From an optimization exercise on the open Yosys and OpenROAD flow, aimed at small area; shortcuts taken in it are not production practice.
Only simulation tests tie the RTL to the original design; equivalence was not proved.
Power and IR drop assume default switching activity.

--- run.sh ---
#!/bin/bash
# synth_recipe.tcl (not shown) runs the flow's synth.tcl, then flattens the netlist and writes it again
# the make line also repeats each setting of config.mk as NAME=value (left out here)
make -C /OpenROAD-flow-scripts/flow DESIGN_CONFIG=/design/flow/config.mk WORK_HOME=/design/flow/orfs CLKGATE_MAP_FILE= SYNTH_SCRIPT=/design/flow/synth_recipe.tcl finish
--- config.mk ---
export PLATFORM = sky130hd
export DESIGN_NAME = mips_cpu
export DESIGN_NICKNAME = mips_cpu
export VERILOG_FILES = /design/flow/design.v
export SDC_FILE = /design/flow/constraint.sdc
export NUM_CORES = 4
export LEC_CHECK = 0
export CAP_MARGIN = 20
export CORE_MARGIN = 2
export CORE_UTILIZATION = 40
export SLEW_MARGIN = 20
--- constraint.sdc ---
create_clock -name core_clock -period 10.0 [get_ports {clk}]
set_input_delay 2.0000 -clock core_clock [delete_from_list [all_inputs] [get_ports {clk}]]
set_output_delay 2.0000 -clock core_clock [all_outputs]
set_load 0.01 [all_outputs]
--- design.v ---
`timescale 1ns/100ps
`default_nettype none
package mips_pkg;
    typedef enum logic [3:0] {
        st_fetch         = 4'd0,
        st_decode        = 4'd1,
        st_mem_addr      = 4'd2,
        st_mem_read      = 4'd3,
        st_mem_writeback = 4'd4,
        st_mem_write     = 4'd5,
        st_r_execute     = 4'd6,
        st_r_writeback   = 4'd7,
        st_branch        = 4'd8,
        st_imm_execute   = 4'd9,
        st_imm_writeback = 4'd10,
        st_jump          = 4'd11
    } state_t;
    typedef enum logic [2:0] {
        alu_add = 3'd0,
        alu_sub = 3'd1,
        alu_and = 3'd2,
        alu_or  = 3'd3,
        alu_slt = 3'd4
    } alu_op_t;
    typedef enum logic [5:0] {
        op_rtype = 6'h00,
        op_j     = 6'h02,
        op_beq   = 6'h04,
        op_bne   = 6'h05,
        op_addi  = 6'h08,
        op_lw    = 6'h23,
        op_sw    = 6'h2b
    } opcode_t;
    typedef enum logic [5:0] {
        fn_add = 6'h20,
        fn_sub = 6'h22,
        fn_and = 6'h24,
        fn_or  = 6'h25,
        fn_slt = 6'h2a
    } funct_t;
    typedef enum logic [1:0] {
        pc_alu_result  = 2'd0,  
        pc_alu_out     = 2'd1,  
        pc_jump_target = 2'd2
    } pc_src_t;
    typedef enum logic [1:0] {
        src_b_reg_b       = 2'd0,
        src_b_four        = 2'd1,
        src_b_imm         = 2'd2,
        src_b_imm_shifted = 2'd3
    } src_b_t;
endpackage
`default_nettype wire
`timescale 1ns/100ps
`default_nettype none
module alu (
    input  wire logic [32-1:0] x,
    input  wire logic [32-1:0] y,
    input  wire mips_pkg::alu_op_t           op,
    output logic [32-1:0]      z,
    output logic                             zero
);
    logic less;  
    assign less = $signed(x) < $signed(y);
    always_comb begin
        case (op)
            mips_pkg::alu_sub: z = x - y;
            mips_pkg::alu_and: z = x & y;
            mips_pkg::alu_or:  z = x | y;
            mips_pkg::alu_slt: z = {{(32-1){1'b0}}, less};
            default:           z = x + y;  
        endcase
    end
    assign zero = (z == '0);
endmodule
`default_nettype wire
`timescale 1ns/100ps
`default_nettype none
module reg_file (
    input  wire logic                            clk,
    input  wire logic                            clk_en,
    input  wire logic                            reg_write,
    input  wire logic [5-1:0] w_addr,
    input  wire logic [32-1:0]     w_data,
    input  wire logic [5-1:0] r0_addr,
    input  wire logic [5-1:0] r1_addr,
    output logic [32-1:0]          r0_data,
    output logic [32-1:0]          r1_data
);
    logic [32-1:0] regs [32];
    always_ff @(posedge clk) begin
        if (clk_en && reg_write && (w_addr != '0)) begin
            regs[w_addr] <= w_data;
        end
    end
    assign r0_data = (r0_addr == '0) ? '0 : regs[r0_addr];
    assign r1_data = (r1_addr == '0) ? '0 : regs[r1_addr];
endmodule
`default_nettype wire
`timescale 1ns/100ps
`default_nettype none
module control_fsm (
    input  wire logic              clk,
    input  wire logic              clk_en,
    input  wire logic              reset,
    input  wire mips_pkg::opcode_t opcode,
    input  wire mips_pkg::funct_t  funct,
    output logic                   pc_write,
    output logic                   branch_eq,
    output logic                   branch_ne,
    output logic                   iord,
    output logic                   ir_write,
    output logic                   mdr_write,
    output logic                   alu_out_write,
    output logic                   reg_write,
    output logic                   reg_dst,
    output logic                   mem_to_reg,
    output logic                   alu_src_a,
    output mips_pkg::src_b_t       alu_src_b,
    output mips_pkg::pc_src_t      pc_src,
    output mips_pkg::alu_op_t      alu_op,
    output logic                   wr_en
);
    mips_pkg::state_t  state;
    mips_pkg::state_t  next_state;
    mips_pkg::alu_op_t r_alu_op;  
    always_ff @(posedge clk) begin
        if (reset) begin
            state <= mips_pkg::st_fetch;
        end else if (clk_en) begin
            state <= next_state;
        end
    end
    always_comb begin
        case (funct)
            mips_pkg::fn_sub: r_alu_op = mips_pkg::alu_sub;
            mips_pkg::fn_and: r_alu_op = mips_pkg::alu_and;
            mips_pkg::fn_or:  r_alu_op = mips_pkg::alu_or;
            mips_pkg::fn_slt: r_alu_op = mips_pkg::alu_slt;
            default:          r_alu_op = mips_pkg::alu_add;  
        endcase
    end
    assign wr_en = (state == mips_pkg::st_mem_write) && clk_en;
    always_comb begin
        next_state    = mips_pkg::st_fetch;
        pc_write      = 1'b0;
        branch_eq     = 1'b0;
        branch_ne     = 1'b0;
        iord          = 1'b0;  
        ir_write      = 1'b0;
        mdr_write     = 1'b0;
        alu_out_write = 1'b0;
        reg_write     = 1'b0;
        reg_dst       = 1'b0;
        mem_to_reg    = 1'b0;
        alu_src_a     = 1'b0;
        alu_src_b     = mips_pkg::src_b_reg_b;
        pc_src        = mips_pkg::pc_alu_result;
        alu_op        = mips_pkg::alu_add;
        case (state)
            mips_pkg::st_fetch: begin
                ir_write   = 1'b1;
                alu_src_b  = mips_pkg::src_b_four;
                pc_write   = 1'b1;
                next_state = mips_pkg::st_decode;
            end
            mips_pkg::st_decode: begin
                alu_src_b     = mips_pkg::src_b_imm_shifted;
                alu_out_write = 1'b1;
                case (opcode)
                    mips_pkg::op_lw,
                    mips_pkg::op_sw:    next_state = mips_pkg::st_mem_addr;
                    mips_pkg::op_rtype: next_state = mips_pkg::st_r_execute;
                    mips_pkg::op_beq,
                    mips_pkg::op_bne:   next_state = mips_pkg::st_branch;
                    mips_pkg::op_addi:  next_state = mips_pkg::st_imm_execute;
                    mips_pkg::op_j:     next_state = mips_pkg::st_jump;
                    default:            next_state = mips_pkg::st_fetch;
                endcase
            end
            mips_pkg::st_mem_addr: begin
                alu_src_a     = 1'b1;
                alu_src_b     = mips_pkg::src_b_imm;
                alu_out_write = 1'b1;  
                next_state    = (opcode == mips_pkg::op_lw) ? mips_pkg::st_mem_read
                                                            : mips_pkg::st_mem_write;
            end
            mips_pkg::st_mem_read: begin
                iord       = 1'b1;
                mdr_write  = 1'b1;
                next_state = mips_pkg::st_mem_writeback;
            end
            mips_pkg::st_mem_writeback: begin
                mem_to_reg = 1'b1;  
                reg_write  = 1'b1;
            end
            mips_pkg::st_mem_write: begin
                iord = 1'b1;  
            end
            mips_pkg::st_r_execute: begin
                alu_src_a     = 1'b1;
                alu_op        = r_alu_op;
                alu_out_write = 1'b1;
                next_state    = mips_pkg::st_r_writeback;
            end
            mips_pkg::st_r_writeback: begin
                reg_dst   = 1'b1;  
                reg_write = 1'b1;
            end
            mips_pkg::st_branch: begin
                alu_src_a = 1'b1;
                alu_op    = mips_pkg::alu_sub;
                pc_src    = mips_pkg::pc_alu_out;
                branch_eq = (opcode == mips_pkg::op_beq);
                branch_ne = (opcode == mips_pkg::op_bne);
            end
            mips_pkg::st_imm_execute: begin
                alu_src_a     = 1'b1;
                alu_src_b     = mips_pkg::src_b_imm;
                alu_out_write = 1'b1;
                next_state    = mips_pkg::st_imm_writeback;
            end
            mips_pkg::st_imm_writeback: begin
                reg_write = 1'b1;  
            end
            mips_pkg::st_jump: begin
                pc_src   = mips_pkg::pc_jump_target;
                pc_write = 1'b1;
            end
            default: begin
                next_state = mips_pkg::st_fetch;
            end
        endcase
    end
endmodule
`default_nettype wire
`timescale 1ns/100ps
`default_nettype none
module datapath (
    input  wire logic                            clk,
    input  wire logic                            clk_en,
    input  wire logic                            reset,
    input  wire logic                            pc_write,
    input  wire logic                            branch_eq,
    input  wire logic                            branch_ne,
    input  wire logic                            iord,
    input  wire logic                            ir_write,
    input  wire logic                            mdr_write,
    input  wire logic                            alu_out_write,
    input  wire logic                            reg_dst,
    input  wire logic                            mem_to_reg,
    input  wire logic                            alu_src_a,
    input  wire mips_pkg::src_b_t                alu_src_b,
    input  wire mips_pkg::pc_src_t               pc_src,
    input  wire logic [32-1:0]     r_data,
    input  wire logic [32-1:0]     rf_r0_data,
    input  wire logic [32-1:0]     rf_r1_data,
    input  wire logic [32-1:0]     alu_result,
    input  wire logic                            alu_zero,
    output mips_pkg::opcode_t                    opcode,
    output mips_pkg::funct_t                     funct,
    output logic [32-1:0]          mem_addr,
    output logic [32-1:0]          w_data,
    output logic [5-1:0]      rf_r0_addr,
    output logic [5-1:0]      rf_r1_addr,
    output logic [5-1:0]      rf_w_addr,
    output logic [32-1:0]          rf_w_data,
    output logic [32-1:0]          alu_x,
    output logic [32-1:0]          alu_y
);
    logic [32-1:0] pc;
    logic [32-1:0] ir;           
    logic [32-1:0] mdr;          
    logic [32-1:0] a_reg;        
    logic [32-1:0] b_reg;        
    logic [32-1:0] alu_out;
    logic [32-1:0] sign_imm;
    logic [32-1:0] imm_shifted;
    logic [32-1:0] jump_target;
    logic [32-1:0] pc_next;
    logic                        take_branch;
    logic                        pc_en;
    assign opcode     = mips_pkg::opcode_t'(ir[31:26]);
    assign funct      = mips_pkg::funct_t'(ir[5:0]);
    assign rf_r0_addr = ir[25:21];
    assign rf_r1_addr = ir[20:16];
    assign rf_w_addr  = reg_dst ? ir[15:11] : ir[20:16];  
    assign sign_imm    = {{(32-16){ir[15]}}, ir[15:0]};
    assign imm_shifted = {sign_imm[32-3:0], 2'b00};  
    assign jump_target = {pc[32-1 -: 4], ir[25:0], 2'b00};
    assign mem_addr  = iord ? alu_out : pc;
    assign w_data    = b_reg;
    assign rf_w_data = mem_to_reg ? mdr : alu_out;
    assign alu_x = alu_src_a ? a_reg : pc;
    always_comb begin
        case (alu_src_b)
            mips_pkg::src_b_four:        alu_y = 32'd4;
            mips_pkg::src_b_imm:         alu_y = sign_imm;
            mips_pkg::src_b_imm_shifted: alu_y = imm_shifted;
            default:                     alu_y = b_reg;
        endcase
    end
    always_comb begin
        case (pc_src)
            mips_pkg::pc_alu_out:     pc_next = alu_out;
            mips_pkg::pc_jump_target: pc_next = jump_target;
            default:                  pc_next = alu_result;  
        endcase
    end
    assign take_branch = (branch_eq && alu_zero) || (branch_ne && !alu_zero);
    assign pc_en       = pc_write || take_branch;
    always_ff @(posedge clk) begin
        if (reset) begin
            pc <= 32'h0000_0000;
        end else if (clk_en && pc_en) begin
            pc <= pc_next;
        end
    end
    always_ff @(posedge clk) begin
        if (clk_en) begin
            if (ir_write) begin
                ir <= r_data;
            end
            if (mdr_write) begin
                mdr <= r_data;
            end
            if (alu_out_write) begin
                alu_out <= alu_result;
            end
            a_reg <= rf_r0_data;  
            b_reg <= rf_r1_data;
        end
    end
endmodule
`default_nettype wire
`timescale 1ns/100ps
`default_nettype none
module mips_cpu (
    input  wire logic                        clk,
    input  wire logic                        clk_en,
    input  wire logic                        reset,
    input  wire logic [32-1:0] r_data,    
    output logic                             wr_en,
    output logic [32-1:0]      mem_addr,
    output logic [32-1:0]      w_data
);
    logic pc_write;
    logic branch_eq;
    logic branch_ne;
    logic iord;
    logic ir_write;
    logic mdr_write;
    logic alu_out_write;
    logic reg_write;
    logic reg_dst;
    logic mem_to_reg;
    logic alu_src_a;
    mips_pkg::src_b_t  alu_src_b;
    mips_pkg::pc_src_t pc_src;
    mips_pkg::alu_op_t alu_op;
    mips_pkg::opcode_t opcode;  
    mips_pkg::funct_t  funct;
    logic [5-1:0] rf_r0_addr;
    logic [5-1:0] rf_r1_addr;
    logic [5-1:0] rf_w_addr;
    logic [32-1:0]     rf_r0_data;
    logic [32-1:0]     rf_r1_data;
    logic [32-1:0]     rf_w_data;
    logic [32-1:0] alu_x;
    logic [32-1:0] alu_y;
    logic [32-1:0] alu_result;
    logic                        alu_zero;
    control_fsm ctrl_inst (
        .clk(clk), .clk_en(clk_en), .reset(reset),
        .opcode(opcode), .funct(funct),
        .pc_write(pc_write), .branch_eq(branch_eq), .branch_ne(branch_ne),
        .iord(iord), .ir_write(ir_write), .mdr_write(mdr_write),
        .alu_out_write(alu_out_write), .reg_write(reg_write),
        .reg_dst(reg_dst), .mem_to_reg(mem_to_reg),
        .alu_src_a(alu_src_a), .alu_src_b(alu_src_b),
        .pc_src(pc_src), .alu_op(alu_op), .wr_en(wr_en)
    );
    datapath datapath_inst (
        .clk(clk), .clk_en(clk_en), .reset(reset),
        .pc_write(pc_write), .branch_eq(branch_eq), .branch_ne(branch_ne),
        .iord(iord), .ir_write(ir_write), .mdr_write(mdr_write),
        .alu_out_write(alu_out_write), .reg_dst(reg_dst), .mem_to_reg(mem_to_reg),
        .alu_src_a(alu_src_a), .alu_src_b(alu_src_b), .pc_src(pc_src),
        .r_data(r_data), .rf_r0_data(rf_r0_data), .rf_r1_data(rf_r1_data),
        .alu_result(alu_result), .alu_zero(alu_zero),
        .opcode(opcode), .funct(funct), .mem_addr(mem_addr), .w_data(w_data),
        .rf_r0_addr(rf_r0_addr), .rf_r1_addr(rf_r1_addr),
        .rf_w_addr(rf_w_addr), .rf_w_data(rf_w_data),
        .alu_x(alu_x), .alu_y(alu_y)
    );
    reg_file reg_file_inst (
        .clk(clk), .clk_en(clk_en), .reg_write(reg_write),
        .w_addr(rf_w_addr), .w_data(rf_w_data),
        .r0_addr(rf_r0_addr), .r1_addr(rf_r1_addr),
        .r0_data(rf_r0_data), .r1_data(rf_r1_data)
    );
    alu alu_inst (
        .x(alu_x), .y(alu_y), .op(alu_op),
        .z(alu_result), .zero(alu_zero)
    );
endmodule
`default_nettype wire
==> run notes <==
* PortBufs at 99
* GR Overflow Total at 0
* Count of final setup violators at 0
* CTS tree: built
* Synth Flop Type: edfxtp_1
* Overall routed net length at 204,000 um
* CTS Buffer Depth at 3
* Core footprint at 0.154 mm2
* MaxCap Viol Count at 0
* Clock-pin slew on the worst setup and hold paths at 0.07 ns
* Outcome: no timing/DRC/antenna violations
* Buffers and inverters on the worst path at 2
* Drt first pass iters at 5
* CTS Buf Count at 119
* CP arrival at 8.62 ns
* Pin count of the biggest net entering global routing at 110
* Critical path's slowest cell: a311oi_1
* Headroom to the max-slew limit at 0.199
* Final Max Tran Viols at 0
* Fin. Hold Viols at 0
* Setup CP Type: flop to flop
* Rows at 144
* Biggest register: reg_file_inst.regs
* Syn Std Cell Area at 0.0620 mm2
* Largest register FFs at 1,024
* Reg2Reg Launch Point: ctrl_inst.state[1]
* Synthesis Warnings at 4
* Routed Antenna Nets at 0
* Area of the multi-input gates at 0.0246 mm2
* Fill cell count at 13,400
* Hold Crit Class: flop to flop
* Worst-Margin Slew at 1.20 ns
* DR iter-0 viols at 5,146
* Total number of vias at 40,100
* Vias in the first global route at 38,400
* Post-Layout Cell Count at 6,228
* Cells after DPL at 6,010
* Io pins at 100
* Sequential share of the synthesized area at 0.585
* Tot GR Track Use at 0.253
* Switch share at 0.262
* DRC Markers at 0
* Synth top cells by count: edfxtp_1, mux4_2, a21oi_1, nor2_1, mux2i_1
* Setup bufs post-CTS at 0
* Clk latency of the worst-skew pair at 0.75 ns
* Unrepaired setup endpoints after global routing: no
* Vias per cell at 6.44
* Critical Path RT at 10.60 ns
* Psw at 3.14 mW
* Core Util, Final at 0.450
* Final #Nets at 4,223
* CTS root buf: clkbuf_16
* Fraction of layout cells with a size suffix above 1 at 0.228
* Critical Path Source: ctrl_inst.state[1]
* Post-synthesis cell count at 4,036
* Post-synth ARST share at 0
* First-pass GRT wire length at 287,000 um
* Die area at 0.158 mm2
* Seq pwr share at 0.484
* CP max stage delay at 0.86 ns
* Crit path max fanout at 29
* HP Start: datapath_inst.pc[17]
* Clock share of power at 0.369
* H-tree levels at 3
* Min Tclk post-route at 8.02 ns
* Worst hold margin at 0.489 ns
* Pwr dens at 173 mW/mm2
* Crit path launch type: flop
* Number of synthesized flops with an enable pin at 1,184
* Hold Buf Count CTS at 0
* Setup_tns at 0 ns
* Clock Skew at 0.0445 ns
* Avg WL per Cell at 32.7 um
* CP Cell Sequence: nand2b_1, or2_2, a21o_1, nand2_1, buf_4, o21a_1, ha_1, a21o_1, a31oi_1, a21oi_1, a311oi_1, o211ai_1, a41oi_1, xnor2_1, o221ai_1, nor4_1, a31oi_1, nor3_4, buf_4, mux2_2
* Leak pwr at 22.8 nW
* Combinational Power Share at 0.148
* Cts repair resizes at 0
* Hpwl dp at 118,000 um
* FF+latch count, synth at 1,220
* Internal power at 8.85 mW
* Area leader, netlist: edfxtp_1
* Die Ht at 398 um
* Initial antenna violation count at 4
* Die width at 398 um
* Clock Sink Count at 1,220
* Post-DP Area at 0.0656 mm2
* Top-count cell post-synth: edfxtp_1
* Starting Density at 0.402
* Register area at 0.0363 mm2
* Yosys cell types at 86
* Tcrit/Tclk final at 0.802
* Max Clock Freq at 125 MHz
* GPL Wtd Cong at 0.974
* CP endpoint kind: flop
* Main area contributors after synthesis: edfxtp_1, mux4_2, mux2i_1, mux2_2, a21oi_1
* Synthesized area per cell at 15.4 um2
* Top delay family on crit path: compound AO/OA/AOI/OAI gates
* Peak supply drop at 155 uV
* Synth top area share at 0.574
* Area delta synth->final at 12.0%
* Fin area at 0.0694 mm2
through the flow:
step,power [mW],setup WS [ns]
after floorplan,7.01,3.93
after detailed placement,7.64,2.11
after CTS,12.0,2.07
after global placement,7.63,2.23
final,12.0,1.98
after global routing,12.3,1.55
path summary, 6_finish.rpt:
kind | endpoint | slack [ns] | cells past startpoint
worst max-delay path | datapath_inst.pc[0] | 1.98 | 20
worst min-delay path | datapath_inst.pc[17] | 0.49 | 2
worst max register to register | datapath_inst.pc[0] | 1.98 | 20
worst min register to register | datapath_inst.pc[17] | 0.49 | 2
layout by cell type, fill, tap and decap left out, types with 11 or more instances in the layout:
| master | count |
|---|---|
| conb_1 | 32 |
| a211oi_1 | 13 |
| xnor2_1 | 12 |
| dfxtp_1 | 36 |
| o22ai_1 | 69 |
| nand4_1 | 11 |
| o21a_1 | 40 |
| clkinv_1 | 25 |
| nand2_1 | 127 |
| o21ai_0 | 135 |
| o211ai_1 | 14 |
| mux4_2 | 448 |
| o221ai_1 | 74 |
| nand3_1 | 25 |
| nor2b_1 | 33 |
| a22oi_1 | 23 |
| clkbuf_1 | 31 |
| nor3_1 | 66 |
| nor2_1 | 225 |
| a221oi_1 | 14 |
| nand2b_1 | 21 |
| nor4_1 | 13 |
| a31oi_1 | 21 |
| edfxtp_1 | 1184 |
| clkinv_2 | 15 |
| buf_4 | 83 |
| a21oi_1 | 258 |
| mux2i_1 | 241 |
| mux2_4 | 19 |
| ha_1 | 97 |
| inv_1 | 110 |
| mux2_2 | 163 |
| o31ai_1 | 16 |
| clkdlybuf4s50_1 | 97 |
| a21o_1 | 16 |
| nor2_4 | 34 |
| clkbuf_16 | 119 |
layout make-up:
class | instances | area share
Antenna cell | 4 | 0.000144
Multi-Input combinational cell | 2448 | 0.355
Clock buffer | 151 | 0.0448
Clock inverter | 62 | 0.00929
Inverter | 110 | 0.00595
Sequential cell | 1220 | 0.523
Timing Repair Buffer | 189 | 0.0253
Tap cell | 2044 | 0.0369
cell families (layout without fill, tap and decap cells):
group,count (synthesis),count (layout),synth area share
compound gates,803,803,0.0841
xor+xnor,15,15,0.00212
fa+ha+maj,100,100,0.0204
buf+inv,399,512,0.0249
flops,1220,1220,0.585
mux,871,871,0.236
other cells,1,36,0.0000605
simple gates,627,627,0.0473
per-layer routing:
metal	vias to the layer above	routed length [um]	track usage
met4	0	7440	0.0922
met5	-	0	0
met2	2227	96000	0.405
li1	16500	-	-
met3	374	17800	0.0335
met1	21000	82600	0.356
worst min-delay path, cell delays in order (launching register included):
cell	delay, ns
dfxtp_1	0.33
nand2_1	0.06
mux2i_1	0.06
power groups by stage:
stage	Combinational [mW]	Sequential (mW)	Clock, mW
floorplan	1.17	5.84	0
global placement	1.73	5.90	0
detailed placement	1.74	5.90	0
CTS	1.74	5.79	4.48
global route	1.89	5.79	4.65
finish	1.77	5.79	4.42

[re-timing with driven ports]
The results above use ideal ports. As a check the final layout listed here was re-extracted and re-timed, cells and wires unchanged. Step 1, drivers: a clkbuf_16 drives clk and a buf_2 each remaining input, both assumed. Step 2 also shifts input and output timing later by t, the mid clock arrival at the registers, as if the neighbouring blocks saw the same clock. Three values: ideal, step 1, step 2; two values: the first two.
t (ns): 0.811
setup slack, ns: 1.978 / 1.978 / 1.978
hold slack, ns: 0.489 / 0.489 / 0.489
After both steps setup and hold are still met in this run. For this run, drivers alone change the setup slack by 0.000 ns; drivers and shift together by 0.000 ns.
